Background: an optimization exercise with open tools, aiming at small area, a short achievable clock period and few clock cycles per item. Do not read the settings as production practice.
The RTL was checked by simulation tests, not by an equivalence proof against the original design.
Power and IR drop assume default switching activity.

## flow/config.mk

```make
export PLATFORM = sky130hd
export DESIGN_NAME = stochastic_calcium_cluster_step
export DESIGN_NICKNAME = stochastic_calcium_cluster_step
export VERILOG_FILES = /design/flow/design.v
export SDC_FILE = /design/flow/constraint.sdc
export NUM_CORES = 4
export LEC_CHECK = 0
export CAP_MARGIN = 20
export CORE_MARGIN = 2
export CORE_UTILIZATION = 40
export PLACE_DENSITY = 0.6
export SETUP_SLACK_MARGIN = 3
export SLEW_MARGIN = 20
```

## flow/constraint.sdc

```tcl
create_clock -name core_clock -period 11.0 [get_ports {clock}]
set_input_delay 2.2000 -clock core_clock [delete_from_list [all_inputs] [get_ports {clock}]]
set_output_delay 2.2000 -clock core_clock [all_outputs]
set_load 0.01 [all_outputs]
```

## flow/design.v

```verilog
`timescale 1ns / 1ps
package scs_pkg;
   localparam int NUM_CLUSTERS_DEF = 10;
   localparam int MAX_CHANNELS_DEF = 15;
   localparam int REQ_DATA_W = 40;
   localparam int RSP_DATA_W = 40;
   localparam int CSR_DATA_W = 24;
   localparam int CSR_IDX_W  = 3;
   localparam logic [CSR_IDX_W-1:0] REG_OPEN_SCALE = 3'd0;
   localparam logic [CSR_IDX_W-1:0] REG_REFR_PROB  = 3'd1;
   localparam logic [CSR_IDX_W-1:0] REG_CLOSE_PROB = 3'd2;
   localparam logic [CSR_IDX_W-1:0] REG_REFR_NUM   = 3'd3;
   localparam logic [CSR_IDX_W-1:0] REG_CA_REST    = 3'd4;
   localparam logic [CSR_IDX_W-1:0] REG_CA_THRESH  = 3'd5;
   localparam logic [CSR_IDX_W-1:0] REG_LEAK       = 3'd6;
   localparam logic [CSR_IDX_W-1:0] REG_PUFF       = 3'd7;
   localparam logic [23:0] OPEN_SCALE_RST = 24'd16777;
   localparam logic [23:0] REFR_PROB_RST  = 24'd335544;
   localparam logic [23:0] CLOSE_PROB_RST = 24'd838861;
   localparam logic [3:0]  REFR_NUM_RST   = 4'd3;
   localparam logic [23:0] CA_REST_RST    = 24'd13107;
   localparam logic [23:0] CA_THRESH_RST  = 24'd32768;
   localparam logic [23:0] LEAK_RST       = 24'd16777;
   localparam logic [23:0] PUFF_RST       = 24'd655;
   localparam logic [5:0] DIV_STEPS = 6'd42;
   typedef enum logic [3:0] {
      ST_IDLE, ST_UPDATE, ST_LEAK, ST_SUM, ST_SQUARE, ST_CUBE,
      ST_DIV_LOAD, ST_DIV, ST_SCALE, ST_EMIT
   } state_type;
   typedef struct packed {
      logic capture;
      logic update;
      logic leak;
      logic sum;
      logic square;
      logic cube;
      logic div_load;
      logic div_step;
      logic scale;
      logic emit;
   } cmd_type;
   typedef struct packed {
      logic last_item;
      logic div_last;
      logic rsp_full;
   } sts_type;
endpackage
`timescale 1ns / 1ps
module scs_bk_add #(
   parameter int W = 8
) (
   input  logic [W-1:0] a,
   input  logic [W-1:0] b,
   input  logic         ci,
   output logic [W-1:0] s,
   output logic         co
);
   logic [W-1:0] g, p, gg, pp;
   always_comb begin
      g     = a & b;
      p     = a ^ b;
      gg    = g;
      pp    = p;
      gg[0] = g[0] | (p[0] & ci);
      for (int d = 1; d < W; d = d * 2) begin
         for (int i = 2 * d - 1; i < W; i = i + 2 * d) begin
            gg[i] = gg[i] | (pp[i] & gg[i - d]);
            pp[i] = pp[i] & pp[i - d];
         end
      end
      for (int d = 32; d >= 1; d = d / 2) begin
         for (int i = 3 * d - 1; i < W; i = i + 2 * d) begin
            gg[i] = gg[i] | (pp[i] & gg[i - d]);
            pp[i] = pp[i] & pp[i - d];
         end
      end
      s[0] = p[0] ^ ci;
      for (int i = 1; i < W; i++) s[i] = p[i] ^ gg[i - 1];
      co = gg[W - 1];
   end
endmodule
`timescale 1ns / 1ps
module stochastic_calcium_cluster_step #(
   parameter int NUM_CLUSTERS = scs_pkg::NUM_CLUSTERS_DEF,
   parameter int MAX_CHANNELS = scs_pkg::MAX_CHANNELS_DEF
) (
   input  logic                            clock,
   input  logic                            reset,
   input  logic                            req_tvalid,
   output logic                            req_tready,
   input  logic [scs_pkg::REQ_DATA_W-1:0]  req_tdata,
   input  logic                            req_tlast,
   output logic                            rsp_tvalid,
   input  logic                            rsp_tready,
   output logic [scs_pkg::RSP_DATA_W-1:0]  rsp_tdata,
   output logic                            rsp_tuser,
   input  logic                            csr_we,
   input  logic [scs_pkg::CSR_IDX_W-1:0]   csr_index,
   input  logic [scs_pkg::CSR_DATA_W-1:0]  csr_wdata
);
   localparam int NC = 10;    
   localparam int NP = 3;     
   localparam logic [23:0] P_RST = 24'd133;    
   localparam logic [25:0] BASE_RST = 26'(scs_pkg::CA_REST_RST) + (26'd1 << 25);
   logic [23:0] os_q, refr_q, close_q, rest_q, thr_q, lk_q, puff_q;
   logic [3:0]  rnum_q;
   always_ff @(posedge clock) begin
      if (reset) begin
         os_q    <= scs_pkg::OPEN_SCALE_RST;
         refr_q  <= scs_pkg::REFR_PROB_RST;
         close_q <= scs_pkg::CLOSE_PROB_RST;
         rnum_q  <= scs_pkg::REFR_NUM_RST;
         rest_q  <= scs_pkg::CA_REST_RST;
         thr_q   <= scs_pkg::CA_THRESH_RST;
         lk_q    <= scs_pkg::LEAK_RST;
         puff_q  <= scs_pkg::PUFF_RST;
      end else if (csr_we) begin
         case (csr_index)
            3'd0: os_q    <= csr_wdata;
            3'd1: refr_q  <= csr_wdata;
            3'd2: close_q <= csr_wdata;
            3'd3: rnum_q  <= csr_wdata[3:0];
            3'd4: rest_q  <= csr_wdata;
            3'd5: thr_q   <= csr_wdata;
            3'd6: lk_q    <= csr_wdata;
            default: puff_q <= csr_wdata;
         endcase
      end
   end
   logic [4:0]    cs [NC];
   logic [NC-1:0] pendc;              
   logic [NP-1:0] pv;                 
   logic [3:0]    pidx [NP];
   logic [23:0]   pr [NP];
   logic [3:0]    pdv [NP];           
   logic [NP-1:0] ppred;              
   logic [NP-1:0] plag2;              
   logic [7:0]    tot_q;
   logic [23:0]   p_q;
   logic [1:0]    nl_q;               
   logic          vfy_q;              
   localparam int M_WAIT = 0, M_LK0 = 1, M_LK = 2, M_LKB = 3, M_CA = 4, M_SQ = 5,
                  M_CB = 6, M_LEAK = 7, M_BASE = 8;
   logic [8:0]  ms;
   logic        mc_q;
   logic [23:0] cn_q, mca_q;
   logic        mspk_q, neg_q, base_ok, m_den, m_conf;
   logic        den_rdy_q;         
   logic        cb_end;
   logic        eager_q, base_wr;    
   logic [25:0] base_q, base_nx;    
   logic [40:0] x_q;
   logic [44:0] acc_q;
   logic [7:0]  tsn_q;
   logic [2:0]  skip_q;
   logic        d_div, d_fin;
   logic [23:0] os_d;                 
   logic [40:0] d_q, r_q;
   logic [3:0]  cnt_q;
   logic [2:0]  g_q;
   logic [47:0] h_q;
   logic        rsp_v;
   logic [NC-1:0] in_oh, req_oh, zblk;
   logic [4:0]    s_old, s_new;
   logic          s_zero, s_neg, req_ok, guess, src_last, hit_pend;
   logic          lt_refr, lt_close, lt_p;
   logic          blk, take, upd, launch, launch_ok;
   logic [23:0]   req_r;
   logic [3:0]    src_d, src_i, draw_v, nref;
   assign launch_ok = ms[M_WAIT] & ~m_den & (nl_q != 2'd2) & ~rsp_v;
   always_comb begin
      for (int i = 0; i < NC; i++) in_oh[i] = req_tdata[33:28] == 6'(i);
      req_oh   = in_oh;
      req_r    = req_tdata[23:0];
      src_d    = req_tdata[27:24];
      src_i    = req_tdata[31:28];
      src_last = req_tlast;
      s_old    = 5'd0;
      for (int i = 0; i < NC; i++) s_old = s_old | (req_oh[i] ? cs[i] : 5'd0);
      req_ok   = |req_oh;
      s_zero   = s_old == 5'd0;
      s_neg    = s_old[4];
      lt_refr  = req_r < refr_q;
      lt_close = req_r < close_q;
      lt_p     = req_r < p_q;
      hit_pend = |(req_oh & pendc);
      guess    = req_ok & s_zero & (nl_q != 2'd0);
      for (int i = 0; i < NC; i++)
         zblk[i] = pendc[i] | ((cs[i] == 5'd0) & (nl_q != 2'd0) & (&pv));
      blk      = (|(req_oh & zblk)) | (src_last & ~launch_ok);
      take     = req_tvalid & ~blk;
      upd      = take & req_ok;
      launch   = take & src_last;
      draw_v   = (src_d == 4'd0) ? 4'd1 : src_d;
      nref     = (rnum_q == 4'd0) ? 4'd1 : rnum_q;
      s_new    = s_old;
      if (s_neg) begin
         if (lt_refr) s_new = s_old + 5'd1;
      end else if (s_zero) begin
         if (lt_p) s_new = {1'b0, draw_v};
      end else if (lt_close) begin
         s_new = (s_old == 5'd1) ? (5'd1 - {1'b0, nref}) : (s_old - 5'd1);
      end
   end
   assign req_tready = ~blk;
   logic [24:0] act_d [NP];
   for (genvar j = 0; j < NP; j++) begin : g_act
      logic co;
      scs_bk_add #(.W(25)) u_cmp (
         .a({1'b0, pr[j]}), .b(~{1'b0, p_q}), .ci(1'b1), .s(act_d[j]), .co(co));
   end
   logic [NP-1:0] act, mis;
   logic [7:0]    fixd [NP];          
   logic [7:0]    fix1;               
   logic          mispredict;
   always_comb begin
      for (int j = 0; j < NP; j++) begin
         act[j]  = act_d[j][24];
         mis[j]  = vfy_q & pv[j] & (act[j] != ppred[j]);
         fixd[j] = !mis[j] ? 8'd0 : (act[j] ? 8'(pdv[j]) : 8'd0 - 8'(pdv[j]));
      end
      fix1 = 8'd0;
      for (int j = 0; j < NP; j++) fix1 = fix1 + (plag2[j] ? 8'd0 : fixd[j]);
      mispredict = |(mis & ~plag2) & (nl_q != 2'd0);
   end
   logic [NP-1:0] slot;
   always_comb begin
      slot = '0;
      for (int j = NP - 1; j >= 0; j--) begin
         if (!pv[j]) begin
            slot    = '0;
            slot[j] = 1'b1;
         end
      end
   end
   logic [7:0] tot_n;
   always_comb begin
      tot_n = tot_q + fixd[0] + fixd[1] + fixd[2]
              + ((upd && s_zero && lt_p) ? 8'(draw_v) : 8'd0)
              + ((upd && !s_zero && !s_neg && lt_close) ? 8'hFF : 8'd0);
   end
   always_ff @(posedge clock) begin
      if (reset) begin
         for (int i = 0; i < NC; i++) cs[i] <= 5'd0;
         pendc <= '0;
         pv    <= '0;
         tot_q <= 8'd0;
      end else begin
         tot_q <= tot_n;
         for (int i = 0; i < NC; i++) begin
            if (upd && req_oh[i]) cs[i] <= s_new;
            for (int j = 0; j < NP; j++)
               if (mis[j] && pidx[j] == 4'(i)) cs[i] <= act[j] ? {1'b0, pdv[j]} : 5'd0;
         end
         for (int j = 0; j < NP; j++) begin
            if (vfy_q && pv[j]) begin
               if (!plag2[j]) begin
                  pv[j] <= 1'b0;
                  for (int i = 0; i < NC; i++) if (pidx[j] == 4'(i)) pendc[i] <= 1'b0;
               end
            end
            if (upd && guess && slot[j]) pv[j] <= 1'b1;
         end
         for (int i = 0; i < NC; i++) if (upd && guess && req_oh[i]) pendc[i] <= 1'b1;
      end
   end
   always_ff @(posedge clock) begin
      for (int j = 0; j < NP; j++) begin
         if (vfy_q && pv[j] && plag2[j]) begin
            ppred[j] <= act[j];
            plag2[j] <= 1'b0;
         end
         if (upd && guess && slot[j]) begin
            pidx[j]  <= src_i;
            pr[j]    <= req_r;
            pdv[j]   <= draw_v;
            ppred[j] <= lt_p;
            plag2[j] <= nl_q[1];
         end
      end
   end
   logic [31:0] ma;
   logic [23:0] mb;
   logic [11:0] mdig;
   logic [44:0] madd, msum;
   logic        leak_mul;
   always_comb begin
      leak_mul = ms[M_LK] | ms[M_LEAK];
      ma = ({32{ms[M_CA]}} & {8'd0, puff_q})
         | ({32{ms[M_SQ] & ~mc_q}} & {8'd0, clv})
         | ({32{ms[M_SQ] & mc_q}} & {8'd0, cn_q})
         | ({32{ms[M_CB]}} & x_q[31:0])
         | ({32{leak_mul}} & {8'd0, lk_q});
      mb = ({24{ms[M_CA]}} & {16'd0, tsn_q})
         | ({24{ms[M_SQ] & ~mc_q}} & clv)
         | ({24{(ms[M_SQ] & mc_q) | ms[M_CB] | leak_mul}} & cn_q);
      madd = ({45{ms[M_CA]}} & 45'(base_q))
           | ({45{ms[M_CB]}} & (45'd1 << 32))
           | ({45{leak_mul}} & (45'd1 << 23));
      mdig = mc_q ? mb[23:12] : mb[11:0];
      msum = (mc_q ? acc_q : madd) + ma * mdig;
   end
   always_ff @(posedge clock) begin
      acc_q <= msum >> 12;    
   end
   logic [4:0] msb_a, msb_b;
   logic [5:0] ab;
   logic [2:0] skip;
   always_comb begin
      msb_a = 5'd0;
      for (int i = 0; i < 24; i++) if (cn_q[i]) msb_a = 5'(i);
      msb_b = 5'd0;
      for (int i = 0; i < 32; i++) if (x_q[i]) msb_b = 5'(i);
      ab   = 6'(msb_a) + 6'(msb_b);
      skip = 3'd0;
      for (int t = 1; t <= 7; t++) if (ab >= 6'(32 + 3 * t)) skip = 3'(t);
   end
   logic [24:0] dca;
   logic [23:0] mag;
   logic        cl_neg, cl_over, cneg_q, cover_q;
   logic [23:0] clv;
   logic [25:0] base_n;
   logic [23:0] dca_neg;
   logic        dca_co, neg_co, base_co;
   scs_bk_add #(.W(25)) u_dca (
      .a({1'b0, mca_q}), .b(~{1'b0, rest_q}), .ci(1'b1), .s(dca), .co(dca_co));
   scs_bk_add #(.W(24)) u_neg (
      .a(~dca[23:0]), .b(24'd0), .ci(1'b1), .s(dca_neg), .co(neg_co));
   assign mag     = dca[24] ? dca_neg : dca[23:0];
   assign cl_neg  = ~|msum[32:25];
   assign cl_over = (|msum[32:26]) | (msum[25] & msum[24]);
   assign clv     = {24{cover_q}} | ({24{~cneg_q}} & x_q[23:0]);
   scs_bk_add #(.W(26)) u_base (
      .a({2'b10, mca_q}), .b(neg_q ? {2'b0, acc_q[23:0]} : ~{2'b0, acc_q[23:0]}),
      .ci(~neg_q), .s(base_n), .co(base_co));
   logic [24:0] thr_d;
   logic        thr_co;
   scs_bk_add #(.W(25)) u_thr (
      .a({1'b0, cn_q}), .b(~{1'b0, thr_q}), .ci(1'b1), .s(thr_d), .co(thr_co));
   logic csr_hit;
   assign csr_hit = csr_we && (csr_index == 3'd4 || csr_index == 3'd6);
   logic handoff, rsp_free, pdone;
   assign rsp_free = ~rsp_v | rsp_tready;
   assign cb_end   = ms[M_CB] & mc_q;
   assign handoff  = m_den & den_rdy_q & (m_conf | (vfy_q & ~mispredict)) & ~d_div & ~d_fin & rsp_free;
   always_ff @(posedge clock) begin
      if (reset) begin
         ms      <= 9'd1 << M_WAIT;
         mc_q    <= 1'b0;
         mca_q   <= scs_pkg::CA_REST_RST;
         mspk_q  <= 1'b0;
         base_q  <= BASE_RST;
         base_nx <= BASE_RST;
         base_ok <= 1'b1;
         m_den   <= 1'b0;
         m_conf  <= 1'b1;
         eager_q <= 1'b0;
         base_wr <= 1'b0;
      end else begin
         if (handoff) m_den <= 1'b0;
         if (vfy_q && nl_q != 2'd0) begin
            m_conf <= 1'b1;
            tsn_q  <= tsn_q + fix1;
         end
         if (ms[M_WAIT] && launch) begin
            tsn_q  <= tot_n;
            base_q <= base_nx;
            m_conf <= nl_q == 2'd0;
            mc_q   <= 1'b0;
            eager_q <= 1'b0;
            ms      <= base_ok ? (9'd1 << M_CA) : (9'd1 << M_LK0);
         end else if (ms[M_WAIT] && !base_ok && !csr_hit) begin
            eager_q <= 1'b1;
            ms      <= 9'd1 << M_LK0;
         end
         if (ms[M_LK0]) begin
            base_wr <= 1'b0;
            cn_q  <= mag;
            neg_q <= dca[24];
            ms    <= 9'd1 << M_LK;
         end
         if (ms[M_LK]) begin
            mc_q <= ~mc_q;
            if (mc_q) ms <= 9'd1 << M_LKB;
         end
         if (ms[M_LKB]) begin
            base_q  <= base_n;
            base_nx <= base_n;
            base_ok <= ~base_wr;
            ms      <= eager_q ? (9'd1 << M_WAIT) : (9'd1 << M_CA);
         end
         if (ms[M_CA]) begin
            x_q     <= msum[40:0];
            cneg_q  <= cl_neg;
            cover_q <= cl_over;
            ms      <= 9'd1 << M_SQ;
         end
         if (ms[M_SQ]) begin
            mc_q <= ~mc_q;
            if (!mc_q) begin
               cn_q <= clv;
            end else begin
               mspk_q <= ~thr_d[24];
               mca_q  <= thr_d[24] ? cn_q : rest_q;
               x_q    <= 41'(msum[35:4]);
               ms     <= 9'd1 << M_CB;
            end
         end
         if (ms[M_CB]) begin
            mc_q <= ~mc_q;
            if (mc_q) begin
               x_q    <= msum[44:4];
               skip_q <= skip;
               cn_q   <= mag;
               neg_q  <= dca[24];
               m_den  <= 1'b1;
               base_wr <= 1'b0;
               ms     <= 9'd1 << M_LEAK;
            end
         end
         if (ms[M_LEAK]) begin
            mc_q <= ~mc_q;
            if (mc_q) ms <= 9'd1 << M_BASE;
         end
         if (ms[M_BASE]) begin
            base_nx <= base_n;
            base_ok <= ~base_wr;
            ms      <= 9'd1 << M_WAIT;
         end
         if (csr_hit) begin
            base_ok <= 1'b0;
            base_wr <= 1'b1;
         end
         if (mispredict) begin
            mc_q  <= 1'b0;
            m_den <= 1'b0;
            ms    <= 9'd1 << M_CA;
         end
      end
   end
   logic [40:0] dvs, rin;
   assign dvs = d_q;
   assign rin = r_q;
   logic [42:0] t1;
   logic [43:0] e1, e2, e3;
   logic [43:0] e1_s, e2_s, e3_s, x3, y3, z3, s3, c3;
   logic        e1_co, e2_co, e3_co;
   assign x3 = {1'b0, rin, 2'b11};
   assign y3 = ~{3'b0, dvs};
   assign z3 = ~{2'b0, dvs, 1'b0};
   assign s3 = x3 ^ y3 ^ z3;
   assign c3 = {((x3[42:0] & y3[42:0]) | (x3[42:0] & z3[42:0]) | (y3[42:0] & z3[42:0])), 1'b1};
   scs_bk_add #(.W(44)) u_e1 (.a(x3), .b(y3), .ci(1'b1), .s(e1_s), .co(e1_co));
   scs_bk_add #(.W(44)) u_e2 (.a(x3), .b(z3), .ci(1'b1), .s(e2_s), .co(e2_co));
   scs_bk_add #(.W(44)) u_e3 (.a(s3), .b(c3), .ci(1'b1), .s(e3_s), .co(e3_co));
   logic [1:0]  g1;
   logic [40:0] r1;
   logic [41:0] t2;
   logic [42:0] e4;
   logic        g2;
   logic [40:0] r2;
   always_comb begin
      t1 = {rin, 2'b11};
      e1 = e1_s;
      e2 = e2_s;
      e3 = e3_s;
      if (!e3[43]) begin
         g1 = 2'd3;
         r1 = e3[40:0];
      end else if (!e2[43]) begin
         g1 = 2'd2;
         r1 = e2[40:0];
      end else if (!e1[43]) begin
         g1 = 2'd1;
         r1 = e1[40:0];
      end else begin
         g1 = 2'd0;
         r1 = t1[40:0];
      end
      t2 = {r1, 1'b1};
      e4 = {1'b0, t2} - {2'b0, dvs};
      g2 = ~e4[42];
      r2 = e4[42] ? t2[40:0] : e4[40:0];
   end
   logic [47:0] h_n, h_init;
   logic [2:0]  hu;
   logic [47:0] ha, hb0, hb1, hb2, hs1, hc1, hs2, hc2, hsh;
   logic        hn_co, hi_co;
   assign hu  = 3'd7 - g_q;
   assign ha  = {h_q[44:0], 3'b000};
   assign hb0 = hu[0] ? 48'(os_d) : 48'd0;
   assign hb1 = hu[1] ? (48'(os_d) << 1) : 48'd0;
   assign hb2 = hu[2] ? (48'(os_d) << 2) : 48'd0;
   assign hs1 = ha ^ hb0 ^ hb1;
   assign hc1 = {((ha[46:0] & hb0[46:0]) | (ha[46:0] & hb1[46:0]) | (hb0[46:0] & hb1[46:0])), 1'b0};
   assign hs2 = hs1 ^ hc1 ^ hb2;
   assign hc2 = {((hs1[46:0] & hc1[46:0]) | (hs1[46:0] & hb2[46:0]) | (hc1[46:0] & hb2[46:0])), 1'b0};
   scs_bk_add #(.W(48)) u_h (.a(hs2), .b(hc2), .ci(1'b0), .s(h_n), .co(hn_co));
   assign hsh = 48'(os_q) << (3 * skip_q);
   logic [47:0] h_sub;
   scs_bk_add #(.W(48)) u_hi (.a(hsh), .b(~{24'd0, os_q}), .ci(1'b1), .s(h_sub), .co(hi_co));
   assign h_init = (skip_q == 3'd0) ? 48'd0 : h_sub;
   assign pdone  = d_fin;
   always_ff @(posedge clock) begin
      if (reset) begin
         d_div  <= 1'b0;
         d_fin  <= 1'b0;
         den_rdy_q <= 1'b0;
         rsp_v  <= 1'b0;
         p_q    <= P_RST;
         nl_q   <= 2'd0;
         vfy_q  <= 1'b0;
      end else begin
         vfy_q <= pdone;
         nl_q  <= nl_q + {1'b0, launch} - {1'b0, pdone};
         den_rdy_q <= ~d_div & (cb_end | (m_den & ~handoff & ~mispredict));
         if (!d_div) d_q <= cb_end ? msum[44:4] : x_q;
         if (handoff) begin
            cnt_q  <= 4'd7 - 4'(skip_q);
            os_d   <= os_q;
            if (skip_q == 3'd7) d_fin <= 1'b1;
            else                d_div <= 1'b1;
         end
         if (d_div) begin
            cnt_q <= cnt_q - 4'd1;
            if (cnt_q == 4'd1) begin
               d_div <= 1'b0;
               d_fin <= 1'b1;
            end
         end
         if (d_fin) begin
            p_q   <= h_n[47:24];
            d_fin <= 1'b0;
         end
         if (handoff)         rsp_v <= 1'b1;
         else if (rsp_tready) rsp_v <= 1'b0;
      end
   end
   always_ff @(posedge clock) begin
      r_q <= (d_div | handoff) ? r2
             : 41'((41'd1 << (16 + 3 * (cb_end ? skip : skip_q))) - 41'd1);
      g_q <= {g1, g2};
      h_q <= handoff ? h_init : h_n;
   end
   assign rsp_tvalid = rsp_v;
   assign rsp_tdata  = {6'd0, mca_q, 2'd0, tsn_q};
   assign rsp_tuser  = mspk_q;
endmodule
```

## flow/run.sh

```bash
#!/bin/bash
# synth_recipe.tcl (not shown) runs the flow's synth.tcl, then flattens the netlist and writes it again
# the make line also repeats each setting of config.mk as NAME=value (left out here)
make -C /OpenROAD-flow-scripts/flow DESIGN_CONFIG=/design/flow/config.mk WORK_HOME=/design/flow/orfs CLKGATE_MAP_FILE= SYNTH_SCRIPT=/design/flow/synth_recipe.tcl finish
```

==> results_dict.tcl, run 1 <==
set metrics [dict create \
    r2r_slack_ps 3170 \
    tritoncts "done" \
    rsz0062_at_grt "true" \
    synth_area_per_cell_sq_um 8.779 \
    crit_fanout 7 \
    die_w_um 417.0 \
    drt-wirelength-per-cell_um 23.15 \
    clock_skew_ps 72.86 \
    max_stage_delay_ps 530 \
    power_density_nw_per_um2 138.4 \
    ctsRootBufferMaster "clkbuf_16" \
    p_comb_share_pct 39.1 \
    sw_frac_of_total_pct 37.45 \
    report.final.hold_viol_count 0 \
    drc 0 \
    tightestPinTransition_ps 1152 \
    grt_usage_pct 26.56 \
    relSlewSlack_pct 22.51 \
    layout-drive-gt1-share_pct 7.659 \
    worst_hold_path.num_cells 2 \
    synth_seq_cells 738 \
    antenna_found_initial 7 \
    rows 151 \
    grt_pass1_wl_um 356300 \
    placedCellCount 9855 \
    vias 58325 \
    grt_pass1_vias 57382 \
    antenna_left 0 \
    ys_seq_area_share_pct 25.32 \
    crit_required_ps 11480 \
    fin_nets 9022 \
    m1WireLength_um 100700 \
    yosys_most_used_dff "dfxtp_1" \
    ys_warn_count 17 \
    worst_path_most_repeated_cell "fa_1" \
    reg2reg_depth 28 \
    htreeDepth 3 \
    syn-instance-count 7772 \
    critPathCaptureType "register" \
    cts_sinks 738 \
    wl_met3_um 17830 \
    p_leak_nw 31.47 \
    met2WireLength_um 104400 \
    crit_buf_inv 6 \
    clk_pin_slew_ps 60 \
    pwr-share-clk_pct 29.7 \
    io_buffers 101 \
    dpl.hpwl_um 176900 \
    p_switching_w 0.003939 \
    die_y_um 417.0 \
    min_path_type "register to register" \
    final_cells 10091 \
    setup_viol 0 \
    postLayoutCoreUtil_pct 44.84 \
    top_layer "met5" \
    finalSetupTns_ps 0 \
    cp-start-kind "register" \
    drtIter0Drc 5539 \
    vias_per_cell 5.780 \
    timing.final.crit_share_pct 71.20 \
    gp_congestion 0.9731 \
    grt_max_degree 78 \
    clock_path_buffers 3 \
    synth_area_sq_um 68230 \
    drv_cap 0 \
    ys_types 107 \
    n_antenna_cell 0 \
    slew_violations 0 \
    postSynth.asyncResetShare_pct 0 \
    period_minus_slack_ps 7832 \
    boundaryPins 116 \
    drtPass1Iterations 8 \
    die_area_sq_um 173900 \
    worstPathArrival_ps 8310 \
    ir_drop_mv 0.1289 \
    synthToLayoutAreaGrowth_pct 11.37 \
    cts_buffers 87 \
    max_freq_mhz 127.7 \
    crit_type "register to register" \
    cp_slowest_cell "or4_1" \
    synth_edf_count 250 \
    path_depth 28 \
    crit_family "adder cells" \
    start_util_pct 40.26 \
    clock_latency_ps 750 \
    core_sq_um 169500 \
    p_seq_share_pct 31.2 \
    internal-power_w 0.006580 \
    run_status "timing/DRC/antenna clean" \
    drt_wl_total_um 233600 \
    grt_overflow 0 \
]
## synth_stat cells (all sizes together) (67+ instances only)
cell type	n	area share, %
and2	67	0.62
edfxtp	250	11
o211ai	90	0.99
a21oi	469	3.4
nand4	72	0.67
xnor2	164	2.1
inv	756	4.2
nand2	1207	6.7
nor3	137	1.0
buf	68	0.49
o21ai	325	2.4
clkbuf	296	1.6
nor2	417	2.3
ha	587	11
dfxtp	488	14
a211oi	74	0.82
mux2i	199	2.9
xor2	107	1.4
fa	560	16
o22ai	72	0.66
nand3	195	1.4
a21o	190	2.1
nor2b	189	1.7
## power by group through the flow
stage / Clock [W] / Sequential (W) / Combinational [W]
2_1_floorplan: 0 / 0.00320 / 0.00291
3_3_place_gp: 0 / 0.00333 / 0.00388
3_5_place_dp: 0 / 0.00333 / 0.00396
4_1_cts: 0.00318 / 0.00327 / 0.00405
5_1_grt: 0.00328 / 0.00329 / 0.00461
6_report: 0.00312 / 0.00328 / 0.00412
## path summary, 6_finish.rpt
kind / from / endpoint
setup / recovery: ms[7]$_SDFF_PP0_ / cover_q$_DFFE_PP_
setup reg to reg: ms[7]$_SDFF_PP0_ / cover_q$_DFFE_PP_
hold reg to reg: close_q[16]$_SDFFE_PP0P_ / close_q[16]$_SDFFE_PP0P_
hold / removal: close_q[16]$_SDFFE_PP0P_ / close_q[16]$_SDFFE_PP0P_
## cells by family after synthesis
kind of cell | share of synthesized area [%]
XOR/XNOR | 3.512
other | 0.005496
adder cells (fa/ha/maj) | 27.20
buffers and inverters | 6.276
multiplexers | 4.704
AO/OA/AOI/OAI | 15.71
AND/OR/NAND/NOR | 17.28
flip-flops | 25.32
## tightest hold or removal path, cell delays in order, from the launching register on
cell	delay, ps
dfxtp_1	300
nand2_1	50
a21oi_1	50
## routing by layer
metal | up-vias | global-route usage, %
met5 | - | 0
met4 | 2 | 10.51
met3 | 513 | 4.330
met2 | 2274 | 41.84
met1 | 28683 | 36.37
li1 | 26853 | -
## timing repair
item,4_1_cts,5_1_grt
buffers inserted,40,30
pin swaps,12,20
hold buffers,0,0
resized for setup,62,88
cloned,3,3
setup endpoints to repair,122,61
## state kept, by name (all words and copies together), names as in the netlist, 26 cells and up
signal / cells
h_q: 45
base_q: 26
r_q: 41
x_q: 41
acc_q: 33
pr: 72
d_q: 41
base_nx: 26
cs: 50
## placed cells by master (no fill, tap or decap), types with 24 or more instances in the layout
cell type / instances
a22o_1: 28
ha_1: 581
mux2i_1: 197
and3_1: 55
xor2_1: 106
o211ai_1: 90
o21ai_0: 296
and2_1: 59
nand4_1: 71
clkdlybuf4s50_1: 88
o31ai_1: 28
or3_1: 32
o22ai_1: 72
clkbuf_16: 92
nand3_1: 186
nor2_1: 406
edfxtp_1: 250
a211oi_1: 69
a21oi_1: 461
nor4_1: 36
mux2_2: 63
nand2b_1: 60
or2_2: 24
nor3_1: 131
inv_1: 747
o21a_1: 42
nor2b_1: 187
nand2_1: 1197
a31oi_1: 47
a21o_1: 190
a222oi_1: 24
o21bai_1: 26
dfxtp_1: 481
fa_1: 560
xnor2_1: 160
buf_4: 167
## area by class of cell
class | count | area [sq um]
fillers | 16437 | 93480
clock inverters | 37 | 541.8
repair buffers | 295 | 2658
inverters | 756 | 2858
well taps | 2218 | 2775
multi-input cells | 5924 | 47320
flip-flops and latches | 738 | 17290
clock buffers | 123 | 2537
## per-stage QoR
step | setup slack, ps | cell area, sq um | hold WS (ps) | power [W]
finish | 3168 | 75990 | 455.2 | 0.01052
global route | 2958 | 75990 | 470.1 | 0.01118
CTS | 2979 | 75420 | 455.2 | 0.01050
detailed placement | 1494 | 71730 | 446.5 | 0.007297
global placement | 1555 | 71730 | 441.4 | 0.007211
floorplan | 3093 | 68260 | 435.7 | 0.006108
Testbench counts, summed over its fixed seeds: cycles 3,751, steps 320.
==> run 2, diff against run 1 <==
--- a/flow/config.mk
+++ b/flow/config.mk
@@ -5,9 +5,9 @@
 export SDC_FILE = /design/flow/constraint.sdc
 export NUM_CORES = 4
 export LEC_CHECK = 0
-export CAP_MARGIN = 20
+export CAP_MARGIN = 30
 export CORE_MARGIN = 2
 export CORE_UTILIZATION = 40
 export PLACE_DENSITY = 0.6
 export SETUP_SLACK_MARGIN = 3
-export SLEW_MARGIN = 20
+export SLEW_MARGIN = 30
==> run 2 against run 1 <==
Still clean on timing, DRC and antenna; non-clock buffer count grew 1; count of clock-buffer cells in the layout shrank 5; clock skew grew 9.7 ps; critical endpoint unchanged; largest cell class unchanged; highest routed layer unchanged.
==> results_dict.tcl, run 2 <==
set metrics [dict create \
    final_cell_mix "nand2_1, inv_1, ha_1" \
    clock_skew_ps 82.57 \
    drtIter0Drc 5545 \
    ys_seq_area_share_pct 25.32 \
    crit_type "register to register" \
    p_leak_nw 31.52 \
    crit_required_ps 11490 \
    worstPathArrival_ps 8390 \
    slew_violations 0 \
    crit_fanout 13 \
    r2r_start "ms[7]$_SDFF_PP0_" \
    crit_family "adder cells" \
    clock_path_buffers 3 \
    worst_path_most_repeated_cell "fa_1" \
    boundaryPins 116 \
    synth.top_cells.by_area "fa_1, dfxtp_1, edfxtp_1" \
    drv_cap 0 \
    yosys_most_used_dff "dfxtp_1" \
    report.final.hold_viol_count 0 \
    vias 58524 \
    grt_usage_pct 26.50 \
    critPathCaptureType "register" \
    ir_drop_mv 0.1568 \
    rsz0062_at_grt "true" \
    drc 0 \
    synth.most_common_cell "nand2_1" \
    r2r_slack_ps 3100 \
    cp-start-kind "register" \
    htreeDepth 3 \
    dpl.hpwl_um 177100 \
    relSlewSlack_pct 29.39 \
    antenna_left 0 \
    grt_max_degree 78 \
    hold_start "thr_q[12]$_SDFFE_PP0P_" \
    top_regs "pr x72, cs x50, h_q x45" \
    finalSetupTns_ps 0 \
    gp_congestion 0.9731 \
    ctsRootBufferMaster "clkbuf_16" \
    cts_buffers 89 \
    crit_buf_inv 7 \
    postLayoutCoreUtil_pct 44.90 \
    period_minus_slack_ps 7901 \
    rows 151 \
    postSynth.asyncResetShare_pct 0 \
    regMostFlops "pr" \
    setup_viol 0 \
    vias_per_cell 5.794 \
    synth_area_sq_um 68230 \
    core_sq_um 169500 \
    max_stage_delay_ps 550 \
    multi_input_area_sq_um 47350 \
    placedCellCount 9856 \
    reg2reg_depth 27 \
    drt-wirelength-per-cell_um 23.19 \
    synth_edf_count 250 \
    cp_slowest_cell "fa_1" \
    r2r_end "cover_q$_DFFE_PP_" \
    min_path_type "register to register" \
    largest_register_ffs 72 \
    path_depth 27 \
    tightestPinTransition_ps 1051 \
    power_density_nw_per_um2 138.9 \
    ys_warn_count 17 \
    grt_pass1_wl_um 355800 \
    cts_sinks 738 \
    hold_end "thr_q[12]$_SDFFE_PP0P_" \
    clk_pin_slew_ps 60 \
    clock_latency_ps 750 \
    layout.cells.most_common "nand2_1" \
    ys_types 107 \
    synth_area_per_cell_sq_um 8.779 \
    worst_hold_path.num_cells 2 \
    die_y_um 417.0 \
    fin_area_sq_um 76090 \
    fin_nets 9025 \
    die_w_um 417.0 \
    placed_area_sq_um 71770 \
    yosys.area.top_type "fa_1" \
    drtPass1Iterations 9 \
    tritoncts "done" \
    antenna_found_initial 7 \
    yosys.area.top_type_share_pct 16.43 \
    die_area_sq_um 173900 \
    drt_wl_total_um 234200 \
    grt_pass1_vias 57539 \
    max_freq_mhz 126.6 \
    final_cells 10100 \
    timing.final.crit_share_pct 71.83 \
    fillerInstances 16448 \
    grt_overflow 0 \
    synthToLayoutAreaGrowth_pct 11.53 \
    start_util_pct 40.26 \
    layout-drive-gt1-share_pct 7.842 \
    synth_common_cells "nand2_1, inv_1, ha_1, fa_1, dfxtp_1" \
    synth_seq_cells 738 \
    io_buffers 101 \
    register_area_sq_um 17300 \
    syn-instance-count 7772 \
    run_status "timing/DRC/antenna clean" \
]
## run 2: layer usage
layer	track usage, %	up-vias	wire, um
li1	-	26867	-
met1	36.24	28803	101000
met2	41.77	2342	104900
met3	4.223	510	17550
met4	10.70	2	10730
met5	0	-	14
## run 2: cell type report
class,instances,share of cell area [%]
tap,2218,3.647
clock buffer,118,3.285
multi-input combinational,5924,62.23
antenna,1,0.003289
timing repair buffer,296,3.547
inverter,756,3.746
sequential,738,22.73
clock inverter,49,0.8106
## run 2: worst max-delay path by stage
stage	from	endpoint
detailed placement	req_tdata[30]	tsn_q[7]$_DFFE_PP_
global route	ms[7]$_SDFF_PP0_	cover_q$_DFFE_PP_
floorplan	ms[2]$_SDFF_PP0_	cover_q$_DFFE_PP_
finish	ms[7]$_SDFF_PP0_	cover_q$_DFFE_PP_
CTS	ms[2]$_SDFF_PP0_	cover_q$_DFFE_PP_
global placement	req_tdata[30]	tsn_q[7]$_DFFE_PP_
## run 2: what timing repair did
action,CTS,global route
hold buffers,0,0
pin swaps,11,16
cloned,2,3
setup buffers,30,41
endpoints found under the setup margin,126,49
gates resized for setup,67,76
## run 2: per-stage QoR
stage	hold slack [ps]	setup WS, ps	power [W]
2_1_floorplan	435.7	3093	0.006108
3_5_place_dp	446.3	1552	0.007301
3_3_place_gp	441.4	1555	0.007211
4_1_cts	453.9	2943	0.01053
5_1_grt	469.3	2926	0.01122
6_report	453.9	3099	0.01057
## run 2: cell families (layout without fill, tap and decap cells)
group / count (synthesis) / in the layout / synth area share (%)
and+or+nand+nor: 2560 / 2562 / 17.28
AOI/OAI and AO/OA: 1650 / 1651 / 15.71
adders and majority gates: 1147 / 1147 / 27.20
buffers and inverters: 1120 / 1219 / 6.276
DFF: 738 / 738 / 25.32
muxes: 284 / 284 / 4.704
xor gates and xnor gates: 272 / 272 / 3.512
other: 1 / 9 / 0.005496
## run 2: report_power, final
| group | switching (W) | internal [W] | total (W) |
|---|---|---|---|
| Sequential | 0.000236 | 0.00304 | 0.00328 |
| Clock | 0.00134 | 0.00183 | 0.00317 |
| Combinational | 0.00238 | 0.00175 | 0.00412 |
## run 2: worst register-to-register path: cells and delay by family, from the launching register on
family | cells | cell delay (ps)
AOI/OAI and AO/OA | 5 | 1120
adders and majority gates | 6 | 2790
buffers and inverters | 7 | 830
and+or+nand+nor | 9 | 2550
DFF | 1 | 360
==> run 3, diff against run 2 <==
--- a/flow/config.mk
+++ b/flow/config.mk
@@ -5,9 +5,9 @@
 export SDC_FILE = /design/flow/constraint.sdc
 export NUM_CORES = 4
 export LEC_CHECK = 0
-export CAP_MARGIN = 30
+export CAP_MARGIN = 20
 export CORE_MARGIN = 2
 export CORE_UTILIZATION = 40
 export PLACE_DENSITY = 0.6
-export SETUP_SLACK_MARGIN = 3
-export SLEW_MARGIN = 30
+export SETUP_SLACK_MARGIN = 3.3
+export SLEW_MARGIN = 20
==> run 3 against run 2 <==
Still clean on timing, DRC and antenna; sequential share of layout area shrank 0.068 points; die area is the same; global-route usage about the same; critical path type unchanged.
==> results_dict.tcl, run 3 <==
set metrics [dict create \
    run_status "timing/DRC/antenna clean" \
    synthToLayoutAreaGrowth_pct 11.82 \
    placedCellCount 9839 \
    clock_path_buffers 3 \
    final_cell_mix "nand2_1, inv_1, ha_1" \
    r2r_start "cneg_q$_DFFE_PP_" \
    largest_register_ffs 72 \
    rsz0062_at_grt "true" \
    max_stage_delay_ps 540 \
    ys_seq_area_share_pct 25.32 \
    die_w_um 417.0 \
    ir_drop_mv 0.1142 \
    drt-wirelength-per-cell_um 23.18 \
    multi_input_area_sq_um 47640 \
    hold_buffers 0 \
    period_minus_slack_ps 7814 \
    power_density_nw_per_um2 135.8 \
    drtIter0Drc 5688 \
    yosys_most_used_dff "dfxtp_1" \
    critPathCaptureType "register" \
    tritoncts "done" \
    regMostFlops "pr" \
    postSynth.asyncResetShare_pct 0 \
    report.final.hold_viol_count 0 \
    p_leak_nw 31.50 \
    synth.top_cells.by_area "fa_1, dfxtp_1, edfxtp_1" \
    layout.cells.most_common "nand2_1" \
    syn-instance-count 7772 \
    start_util_pct 40.26 \
    yosys.area.top_type_share_pct 16.43 \
    grt_max_degree 87 \
    yosys.area.top_type "fa_1" \
    crit_type "register to register" \
    cts_buffers 87 \
    cp_slowest_cell "fa_1" \
    drt_wl_total_um 234500 \
    boundaryPins 116 \
    relSlewSlack_pct 19.87 \
    ys_warn_count 17 \
    worstPathArrival_ps 8290 \
    grt_overflow 0 \
    drtPass1Iterations 10 \
    antenna_found_initial 6 \
    die_y_um 417.0 \
    ys_types 107 \
    worst_path_most_repeated_cell "fa_1" \
    synth_area_sq_um 68230 \
    drv_cap 0 \
    synth_seq_cells 738 \
    finalSetupTns_ps 0 \
    startpoint "cneg_q$_DFFE_PP_" \
    top_regs "pr x72, cs x50, h_q x45" \
    drc 0 \
    hold_start "close_q[4]$_SDFFE_PP0P_" \
    synth_common_cells "nand2_1, inv_1, ha_1, fa_1, dfxtp_1" \
    slew_violations 0 \
    die_area_sq_um 173900 \
    ctsRootBufferMaster "clkbuf_16" \
    synth_edf_count 250 \
    crit_required_ps 11470 \
    dpl.hpwl_um 175100 \
    setup_viol 0 \
    gp_congestion 0.9609 \
    vias 58751 \
    rows 151 \
    clk_pin_slew_ps 70 \
    max_freq_mhz 128.0 \
    synth.most_common_cell "nand2_1" \
    tightestPinTransition_ps 1199 \
    crit_fanout 12 \
    clock_latency_ps 740 \
    layout-drive-gt1-share_pct 8.298 \
    synth_area_per_cell_sq_um 8.779 \
    final_cells 10114 \
    fillerInstances 16387 \
    core_sq_um 169500 \
    io_buffers 101 \
    timing.final.crit_share_pct 71.04 \
    cts_sinks 738 \
    register_area_sq_um 17290 \
    grt_pass1_vias 57829 \
    cp-start-kind "register" \
    vias_per_cell 5.809 \
    clock_skew_ps 80.47 \
    htreeDepth 3 \
    fin_nets 9038 \
    antenna_left 0 \
    grt_pass1_wl_um 355800 \
    min_path_type "register to register" \
    grt_usage_pct 26.52 \
]
run 3: cell type report:
type,count,area share (%)
Antenna cell,3,0.009840
Clock buffer,131,3.283
Clock inverter,33,0.4559
Inverter,756,3.744
Multi-Input combinational cell,5924,62.45
Sequential cell,738,22.66
Tap cell,2218,3.637
Timing Repair Buffer,310,3.752
Timing Repair inverter,1,0.009840
run 3: cells by family after synthesis:
kind of cell | synth area share, %
and+or+nand+nor | 17.28
AOI/OAI and AO/OA | 15.71
adders and majority gates | 27.20
buffers and inverters | 6.276
DFF | 25.32
muxes | 4.704
xor gates and xnor gates | 3.512
other | 0.005496
run 3: routing by layer:
layer	GRT usage (%)	up-vias	part of all wire (%)
met3	4.353	508	8.4
met1	36.22	28799	43
met2	41.77	2533	44
li1	-	26907	-
met5	0	-	0.013
met4	10.72	4	4.7
run 3: worst paths after layout:
path,slack [ps],to,depth (start not counted)
worst max-delay path,3190,cover_q$_DFFE_PP_,28
worst min-delay path,450,close_q[4]$_SDFFE_PP0P_,2
worst max register to register,3190,cover_q$_DFFE_PP_,28
worst min register to register,450,close_q[4]$_SDFFE_PP0P_,2
run 3: timing repair:
item | in CTS | in global routing
resized for setup | 139 | 100
cloned | 5 | 2
pin swaps | 33 | 39
setup endpoints to repair | 127 | 72
buffers inserted | 78 | 21
run 3: power breakdown:
part | internal [W] | total, W | leakage (nW) | switching, W
Sequential | 0.00304 | 0.00328 | 6.30 | 0.000240
Combinational | 0.00177 | 0.00415 | 23.8 | 0.00238
Clock | 0.00162 | 0.00293 | 1.38 | 0.00130
run 3: through the flow:
step | setup slack (ps) | area (sq um) | hold slack, ps | utilization (%) | total power (W)
after floorplan | 3309 | 68290 | 435.7 | - | 0.006110
final | 3186 | 76290 | 454.2 | 45.02 | 0.01036
after global routing | 3004 | 76290 | 468.9 | 45.02 | 0.01100
after global placement | 1629 | 71610 | 441.6 | 42.26 | 0.007192
after detailed placement | 1560 | 71610 | 446.7 | 42.26 | 0.007275
after CTS | 3301 | 75670 | 455.0 | 44.65 | 0.01031
run 3: worst max-delay path, delay by kind of cell (launching register included):
kind                     cells  cell delay [ps]
AO/OA/AOI/OAI                9             1670
adder cells (fa/ha/maj)      6             2600
buffers and inverters        6              830
flip-flops                   1              360
AND/OR/NAND/NOR              7             2090
==> run 4, diff against run 3 <==
--- a/flow/design.v
+++ b/flow/design.v
@@ -99,7 +99,7 @@
    input  logic [scs_pkg::CSR_DATA_W-1:0]  csr_wdata
 );
    localparam int NC = 10;    
-   localparam int NP = 3;     
+   localparam int NP = 4;     
    localparam logic [23:0] P_RST = 24'd133;    
    localparam logic [25:0] BASE_RST = 26'(scs_pkg::CA_REST_RST) + (26'd1 << 25);
    logic [23:0] os_q, refr_q, close_q, rest_q, thr_q, lk_q, puff_q;
@@ -235,7 +235,7 @@
    end
    logic [7:0] tot_n;
    always_comb begin
-      tot_n = tot_q + fixd[0] + fixd[1] + fixd[2]
+      tot_n = tot_q + fixd[0] + fixd[1] + fixd[2] + fixd[3]
               + ((upd && s_zero && lt_p) ? 8'(draw_v) : 8'd0)
               + ((upd && !s_zero && !s_neg && lt_close) ? 8'hFF : 8'd0);
    end
--- a/flow/config.mk
+++ b/flow/config.mk
@@ -9,5 +9,5 @@
 export CORE_MARGIN = 2
 export CORE_UTILIZATION = 40
 export PLACE_DENSITY = 0.6
-export SETUP_SLACK_MARGIN = 3.3
+export SETUP_SLACK_MARGIN = 3
 export SLEW_MARGIN = 20
==> run 4 against run 3 <==
Synthesized cell count up 4.5%; clock power up 14%; critical endpoint unchanged; total power is 0.57% higher; largest cell class unchanged; sequential share of layout area increased by 0.33 points; count of clock-buffer cells in the layout did not move; combinational power fell by 11%; via count increased by 5.7%; die area is 4.3% higher.
==> results_dict.tcl, run 4 <==
set metrics [dict create \
    drt-wirelength-per-cell_um 24.16 \
    relSlewSlack_pct 23.57 \
    io_buffers 101 \
    tritoncts "done" \
    synth_area_per_cell_sq_um 8.765 \
    postSynth.asyncResetShare_pct 0 \
    power_density_nw_per_um2 130.7 \
    rsz0062_at_grt "true" \
    synthToLayoutAreaGrowth_pct 12.01 \
    period_minus_slack_ps 7866 \
    finalSetupTns_ps 0 \
    grt_usage_pct 27.56 \
    synth_seq_cells 773 \
    drtPass1Iterations 7 \
    ctsRootBufferMaster "clkbuf_16" \
    crit_fanout 13 \
    layout-drive-gt1-share_pct 7.579 \
    antenna_left 0 \
    dpl.hpwl_um 193200 \
    max_stage_delay_ps 550 \
    cp-start-kind "register" \
    start_util_pct 40.33 \
    ir_drop_mv 0.1183 \
    synth_common_cells "nand2_1, inv_1, ha_1, fa_1, a21oi_1" \
    critPathCaptureType "register" \
    grt_pass1_wl_um 382500 \
    fillerInstances 17263 \
    core_sq_um 176500 \
    synth.top_cells.by_area "fa_1, dfxtp_1, edfxtp_1" \
    synth.most_common_cell "nand2_1" \
    vias 62096 \
    crit_type "register to register" \
    run_status "timing/DRC/antenna clean" \
    top_regs "pr x96, cs x50, h_q x45" \
    die_w_um 425.9 \
    antenna_found_initial 7 \
    layout.cells.most_common "nand2_1" \
    die_area_sq_um 181400 \
    worst_path_most_repeated_cell "fa_1" \
    gp_congestion 0.9779 \
    cts_buffers 94 \
    ys_seq_area_share_pct 25.73 \
    setup_slack_ps 3134 \
    drc 0 \
    drv_cap 0 \
    dp_slack_ps 1417 \
    fin_nets 9413 \
    setup_viol 0 \
    min_path_type "register to register" \
    crit_required_ps 11470 \
    clock_path_buffers 3 \
    rows 154 \
    synth_area_sq_um 71190 \
    synth_edf_count 284 \
    drtIter0Drc 5823 \
    yosys_most_used_dff "dfxtp_1" \
    yosys.area.top_type "fa_1" \
    p_leak_nw 32.68 \
    tightestPinTransition_ps 1141 \
    max_freq_mhz 127.1 \
    clk_pin_slew_ps 60 \
    vias_per_cell 5.873 \
    cp_slowest_cell "edfxtp_1" \
    clock_skew_ps 75.77 \
    cts_sinks 773 \
    placed_area_sq_um 74760 \
    yosys.area.top_type_share_pct 16.00 \
    clock_latency_ps 750 \
    grt_overflow 0 \
    ys_warn_count 17 \
    regMostFlops "pr" \
    die_y_um 425.9 \
    timing.final.crit_share_pct 71.51 \
    drt_wl_total_um 255500 \
    largest_register_ffs 96 \
    final_cell_mix "nand2_1, inv_1, ha_1" \
    grt_pass1_vias 61653 \
    report.final.hold_viol_count 0 \
    syn-instance-count 8122 \
    slew_violations 0 \
    power.total_w 0.01042 \
    ys_types 103 \
    postLayoutCoreUtil_pct 45.18 \
    worstPathArrival_ps 8340 \
    htreeDepth 3 \
    grt_max_degree 121 \
    hold_buffers 0 \
    boundaryPins 116 \
    fin_area_sq_um 79740 \
]
[run 4: cell count changes in the layout (fill, tap and decap cells not counted), sizes merged, moves of 17 or more]
| cell | previous run | this run |
|---|---|---|
| a21oi | 469 | 494 |
| a211oi | 74 | 142 |
| and2 | 67 | 108 |
| nor3 | 137 | 175 |
| edfxtp | 250 | 284 |
| mux2i | 199 | 169 |
| ha | 587 | 618 |
| nand2b | 60 | 84 |
| a22o | 28 | 11 |
| mux2 | 63 | 30 |
| a2111oi | 7 | 27 |
| nand2 | 1207 | 1171 |
| o21ai | 325 | 374 |
| o21a | 42 | 69 |
[run 4: metal layers]
layer  part of all wire [%]  routed length (um)  GRT usage [%]
met5                 0.0086                  22              0
met4                    6.1               15660          14.44
met3                    6.9               17530          4.315
met2                     45              115900          44.30
met1                     42              106300          35.72
[run 4: stage by stage]
step / hold WS [ps] / instances
3_5_place_dp: 447.2 / 10296
2_1_floorplan: 435.7 / 8129
6_report: 454.5 / 10574
3_3_place_gp: 442.2 / 10296
4_1_cts: 455.3 / 10502
5_1_grt: 470.7 / 10573
[run 4: cell type report]
cell class	instances	area, sq um	area share [%]
clock inverter	45	591.8	0.7422
multi-input combinational	6198	49300	61.82
antenna	1	2.502	0.003138
timing repair inverter	1	7.507	0.009414
tap	2340	2928	3.672
sequential	773	18340	22.99
clock buffer	131	2684	3.366
inverter	765	2902	3.639
timing repair buffer	320	2994	3.755
[run 4: path summary, 6_finish.rpt]
path | from | end | slack (ps) | cells after the start
max | cneg_q$_DFFE_PP_ | cover_q$_DFFE_PP_ | 3130 | 28
min | close_q[5]$_SDFFE_PP0P_ | close_q[5]$_SDFFE_PP0P_ | 450 | 2
min reg2reg | close_q[5]$_SDFFE_PP0P_ | close_q[5]$_SDFFE_PP0P_ | 450 | 2
max reg2reg | cneg_q$_DFFE_PP_ | cover_q$_DFFE_PP_ | 3130 | 28
[run 4: what timing repair did]
item,CTS,global route
setup buffers,28,64
resized for setup,90,135
pin swaps,20,44
setup endpoints to repair,119,67
gates cloned,2,6
[run 4: cell families after synthesis]
logic type | count (synthesis) | synth area share (%)
flops | 773 | 25.73
other cells | 1 | 0.005268
compound gates | 1875 | 17.14
simple gates | 2632 | 17.18
fa+ha+maj | 1187 | 26.86
buf+inv | 1161 | 6.239
mux | 218 | 3.452
xor+xnor | 275 | 3.394
[run 4: critical path: cells and delay by family, from the launching register on]
family / cells / cell delay, ps
fa+ha+maj: 6 / 2760
compound gates: 11 / 2370
simple gates: 6 / 1210
buf+inv: 5 / 700
flops: 1 / 550
[run 4: where the power goes]
part | total (W) | internal, W | switching [W]
registers | 0.00340 | 0.00317 | 0.000228
clock network | 0.00334 | 0.00195 | 0.00139
logic | 0.00368 | 0.00152 | 0.00216
total | 0.0104 | 0.00664 | 0.00378
Testbench counts of run 4, summed over its fixed seeds: cycles 3,708, steps 320.

-- static timing again, ports no longer ideal --
The flow's constraints put no driver on any port. The routed layouts listed below were extracted and timed again, unchanged, in two steps. Step 1 (the two cells are an assumption about what drives the block):
set clk [get_ports {clock}]
set_driving_cell -lib_cell sky130_fd_sc_hd__clkbuf_16 $clk
set_driving_cell -lib_cell sky130_fd_sc_hd__buf_2 [delete_from_list [all_inputs] $clk]
Step 2 adds t to the input delays and takes it off the output delays; t is the mean of the earliest and latest rising clock arrival at the registers after step 1. Input paths then give back, and output paths get back, about the clock's delay inside the block. a / b / c = ideal / step 1 / step 2; a / b = the first two.
run | t (ns) | setup WS [ns] | worst register clock-pin slew, ns
run 1 | 0.791 | 3.168 / 3.168 / 2.467 | 0.08 / 0.08
run 2 | 0.788 | 3.099 / 3.099 / 2.485 | 0.07 / 0.07
run 3 | 0.782 | 3.186 / 3.186 / 2.732 | 0.07 / 0.07
run 4 | 0.795 | 3.134 / 3.134 / 2.444 | 0.07 / 0.07
After both steps setup and hold are still met in every run listed. The setup slack of run 1, which loses most, moves by 0.000 ns with the drivers and by -0.701 ns with both steps.
